From an optimization exercise on the open Yosys and OpenROAD flow, aimed at small area and a short achievable clock period; shortcuts taken in it are not production practice. The RTL was checked by simulation tests, not by an equivalence proof against the original design. Power and IR drop assume default switching activity.

Setup of v4:
// exec_core
module exec_core (
	input  logic                            clk,
	input  logic                            rst_n,
	input  logic                            instr_valid,
	input  logic [exec_pkg::data_w-1:0]     instr,
	input  logic                            dump_start,
	output logic                            busy,
	output logic                            illegal,	 
	output logic                            dump_valid,
	output logic [exec_pkg::reg_addr_w-1:0] dump_addr,
	output logic [exec_pkg::data_w-1:0]     dump_data
);
	exec_pkg::ctrl_t                 ctrl;
	logic [exec_pkg::data_w-1:0]     alu_result;
	logic                            dump_last;
	logic                            opa_en;
	logic                            opa_fix;
	logic                            fwd_dump;
	logic                            fwd_rd;
	logic [exec_pkg::data_w-1:0]     res_q;	 
	logic                            sub_i;
	logic                            dump_first;
	logic                            imm_en;
	logic [exec_pkg::data_w-1:0]     imm_ext;
	logic [exec_pkg::num_regs-1:1]   rf_rd_sel;
	logic [exec_pkg::data_w-1:0]     rf_rd_data;
	logic [exec_pkg::data_w-1:0]     rd_or;
	logic                            rf_wr_en;
	logic [exec_pkg::reg_addr_w-1:0] rf_wr_addr;
	logic [exec_pkg::data_w-1:0]     opa;
	logic [exec_pkg::data_w-1:0]     opb;
	logic [exec_pkg::data_w-1:0]     dump_word;
	exec_ctrl u_ctrl (
		.clk            (clk),
		.rst_n          (rst_n),
		.instr_valid    (instr_valid),
		.instr          (instr),
		.dump_start     (dump_start),
		.dump_count     (dump_addr),
		.dump_last      (dump_last),
		.rf_rd_sel      (rf_rd_sel),
		.rf_wr_en       (rf_wr_en),
		.rf_wr_addr     (rf_wr_addr),
		.opa_en         (opa_en),
		.opa_fix        (opa_fix),
		.fwd_dump       (fwd_dump),
  ...
Size in the first run: roughly 3400 cells after synthesis, roughly 76 I/O pins, roughly 50000 um2 of cells after synthesis.
==> flow/config.mk <==
export PLATFORM = sky130hd
export DESIGN_NAME = exec_core
export DESIGN_NICKNAME = exec_core
export VERILOG_FILES = /design/flow/design.v
export SDC_FILE = /design/flow/constraint.sdc
export NUM_CORES = 4
export LEC_CHECK = 0
export CAP_MARGIN = 10
export CORE_MARGIN = 2
export CORE_UTILIZATION = 52
export CTS_BUF_LIST = sky130_fd_sc_hd__clkbuf_8
export CTS_CLUSTER_DIAMETER = 50
export CTS_CLUSTER_SIZE = 16
export SLEW_MARGIN = 10
==> flow/constraint.sdc <==
create_clock -name core_clock -period 9.0 [get_ports {clk}]
set_input_delay 1.8000 -clock core_clock [delete_from_list [all_inputs] [get_ports {clk}]]
set_output_delay 1.8000 -clock core_clock [all_outputs]
set_load 0.01 [all_outputs]
standard.sh (not shown) runs the stock make flow with config.mk's settings and CLKGATE_MAP_FILE= SYNTH_SCRIPT=/design/flow/synth_recipe.tcl, a recipe that flattens the netlist after the stock synthesis.
==> flow/flow/run.sh <==
#!/bin/bash
set -euo pipefail
export SETUP_SLACK_MARGIN=6.0
bash standard.sh > standard.log 2>&1
Per the final summary, v4 finished and its layout is clean on timing, DRC and antenna.
The following lists how v58 was set up differently from v4:
Settings: CORE_UTILIZATION changed from 52 to 45.
Notes after the runs:
Fraction of final layout cells sized beyond drive strength 1 came out lower on v58 than on v4.
Non-clock buffering overhead in the final layout across v4 and v58: no real change.
Going from v4 to v58, vias per cell shrinks by about 5.5%.
In the flow results for v4 and v58, the worst voltage drop across the vdd grid is larger on v4.
Looking at origin of the worst setup path, the dump_word[29] result is from v4; the opa[0] one comes from v58.
On data required time of the worst path: v58 sits above v4.
v4 fits on a die that is smaller than the die of v58.
Compared with v4, v58 shows a higher ratio of final minimum period to clock period.
Of v4 and v58, the higher worst slack after detailed placement belongs to v4.
The inputs of v30 differ from those of v58 as listed below.
Settings: removing CTS_CLUSTER_SIZE (formerly 16); removing CTS_CLUSTER_DIAMETER (formerly 50); removing CTS_BUF_LIST (formerly sky130_fd_sc_hd__clkbuf_8).
==> flow/flow/run.sh <==
#!/bin/bash
set -euo pipefail
export SETUP_SLACK_MARGIN=5.8
bash standard.sh > standard.log 2>&1
==> run notes <==
- v30: all stages complete, timing, DRC and antenna checks passed
- The transition time at the pin with the least slew margin number comes out lower for v58 vs v30.
- v30 ended up with u_ctrl.rsel_q[18] as its startpoint of the most critical setup path; v58 ended up with opa[0].
- ~same smallest hold slack in v30 and v58
- For the sequential fraction of total cell area, v30 came in 1.3 points lower than v58 did.
- v58 → v30: total routed wirelength went up about 1.8%; sum of negative setup slack held; setup slack went down 81 ps; highest clock rate went down 2.5%.
- v30 -> v58: instance count after placement with tap cells included flat
Modified inputs, v17 compared to v30
Settings: an added CTS_CLUSTER_SIZE of 16; an added CTS_CLUSTER_DIAMETER of 50; an added CTS_BUF_LIST of sky130_fd_sc_hd__clkbuf_8.
==> flow/flow/run.sh <==
#!/bin/bash
set -euo pipefail
export SETUP_SLACK_MARGIN=6.3
bash standard.sh > standard.log 2>&1
- Going from v30 to v17, the met1 track demand over resource was found to have gone up by 0.52 points.
- Achievable frequency, v17 and v30: higher on v17
- v30 finished all stages; the layout is clean.
- v17 | stages: all done | timing, DRC, antenna: all pass
- Cmp v17 and v30 / portion of total power attributed to combinational logic / higher: v17
- v17 improves on v30 in first-pass GRT wire length.
- Between v30 and v17, the die outline area does not differ in any meaningful way.

* * *

Starting RTL as in the previous note.
Settings: LEC_CHECK=0, CAP_MARGIN=10, CORE_MARGIN=2, CORE_UTILIZATION=56, SLEW_MARGIN=10; clock period 9.0 ns.
==> flow/flow/run.sh <==
#!/bin/bash
set -euo pipefail
export SETUP_SLACK_MARGIN=6.0
export CTS_ARGS="-sink_clustering_enable -repair_clock_nets -buf_list sky130_fd_sc_hd__clkbuf_8 -sink_clustering_size 16 -sink_clustering_max_diameter 50 -dont_use_dummy_load"
bash standard.sh > standard.log 2>&1
Edit:
==> flow/flow/run.sh (replaced) <==
#!/bin/bash
set -euo pipefail
export SETUP_SLACK_MARGIN=6.0
bash standard.sh > standard.log 2>&1
- CORE_UTILIZATION: 56 -> 45
- CTS_BUF_LIST: not set -> sky130_fd_sc_hd__clkbuf_8
- CTS_CLUSTER_DIAMETER: not set -> 50
- CTS_CLUSTER_SIZE: not set -> 16
- PLACE_DENSITY: not set -> 0.7
Fmax goes down by 1.3%.
Routed wire length goes down by 4.2%.
Clock power goes up by 21%.
Sequential power barely changes.
Power goes up by 4.4%.
Global-route usage goes down by 8.9 points.
Design area goes up by 1.8%.
Core utilization goes down by 12 points.
Hold slack barely changes.
Edit:
==> flow/flow/run.sh (replaced) <==
#!/bin/bash
set -euo pipefail
export SETUP_SLACK_MARGIN=6.0
export CTS_ARGS="-sink_clustering_enable -repair_clock_nets -buf_list sky130_fd_sc_hd__clkbuf_8 -sink_clustering_size 16 -sink_clustering_max_diameter 50 -dont_use_dummy_load"
bash standard.sh > standard.log 2>&1
- CTS_BUF_LIST: sky130_fd_sc_hd__clkbuf_8 -> not set
- CTS_CLUSTER_DIAMETER: 50 -> not set
- CTS_CLUSTER_SIZE: 16 -> not set
- PLACE_DENSITY: 0.7 -> not set
Result:
- The new run went through all stages and came out clean
- global-route usage rose by 1.4 points
- non-clock buffer count fell by 1
- cell area fell by 1.3%
- final cell count fell by 1.5%
- routed wire length rose by 4.1%
- sequential cell count stays the same
- hold slack degrades by 0.023 ns

## static timing again, ports no longer ideal
How much do the figures lean on ideal ports? The routed layouts below were timed once more, with nothing changed but the port constraints. Step 1 assumes that a clkbuf_16 drives the clock port and a buf_2 every other input. Step 2, shift: input delay + t, output delay - t, t = (earliest + latest rising clock arrival at the registers) / 2. This alone moves slack from input paths to output paths. Three values: ideal, step 1, step 2; two values: the first two.
| run | shift t [ns] | setup WS [ns] | hold slack, ns | latest minus earliest clock arrival (ns) | pins driven straight from the clock port |
|---|---|---|---|---|---|
| v4 | 0.857 | 5.907 / 5.841 / 5.159 | 0.349 / 0.349 / 0.349 | 0.054 / 0.053 | 1 |
| v58 | 0.869 | 5.841 / 5.834 / 5.234 | 0.336 / 0.336 / 0.336 | 0.052 / 0.052 | 1 |
| v30 | 0.788 | 5.760 / 5.760 / 5.090 | 0.336 / 0.336 / 0.336 | 0.046 / 0.045 | 1 |
| v17 | 0.905 | 5.798 / 5.798 / 5.401 | 0.348 / 0.348 / 0.348 | 0.095 / 0.095 | 1 |
| the first run of note 2 | 0.818 | 5.824 / 5.824 / 5.194 | 0.346 / 0.346 / 0.346 | 0.121 / 0.122 | 1 |
| the second run of note 2 | 0.838 | 5.783 / 5.783 / 5.228 | 0.346 / 0.346 / 0.346 | 0.083 / 0.083 | 1 |
| the third run of note 2 | 0.835 | 5.816 / 5.816 / 5.246 | 0.323 / 0.323 / 0.323 | 0.120 / 0.121 | 1 |
After both steps setup and hold are still met in every run listed. For v4, which loses most, drivers alone change the setup slack by -0.066 ns; drivers and shift together by -0.748 ns.
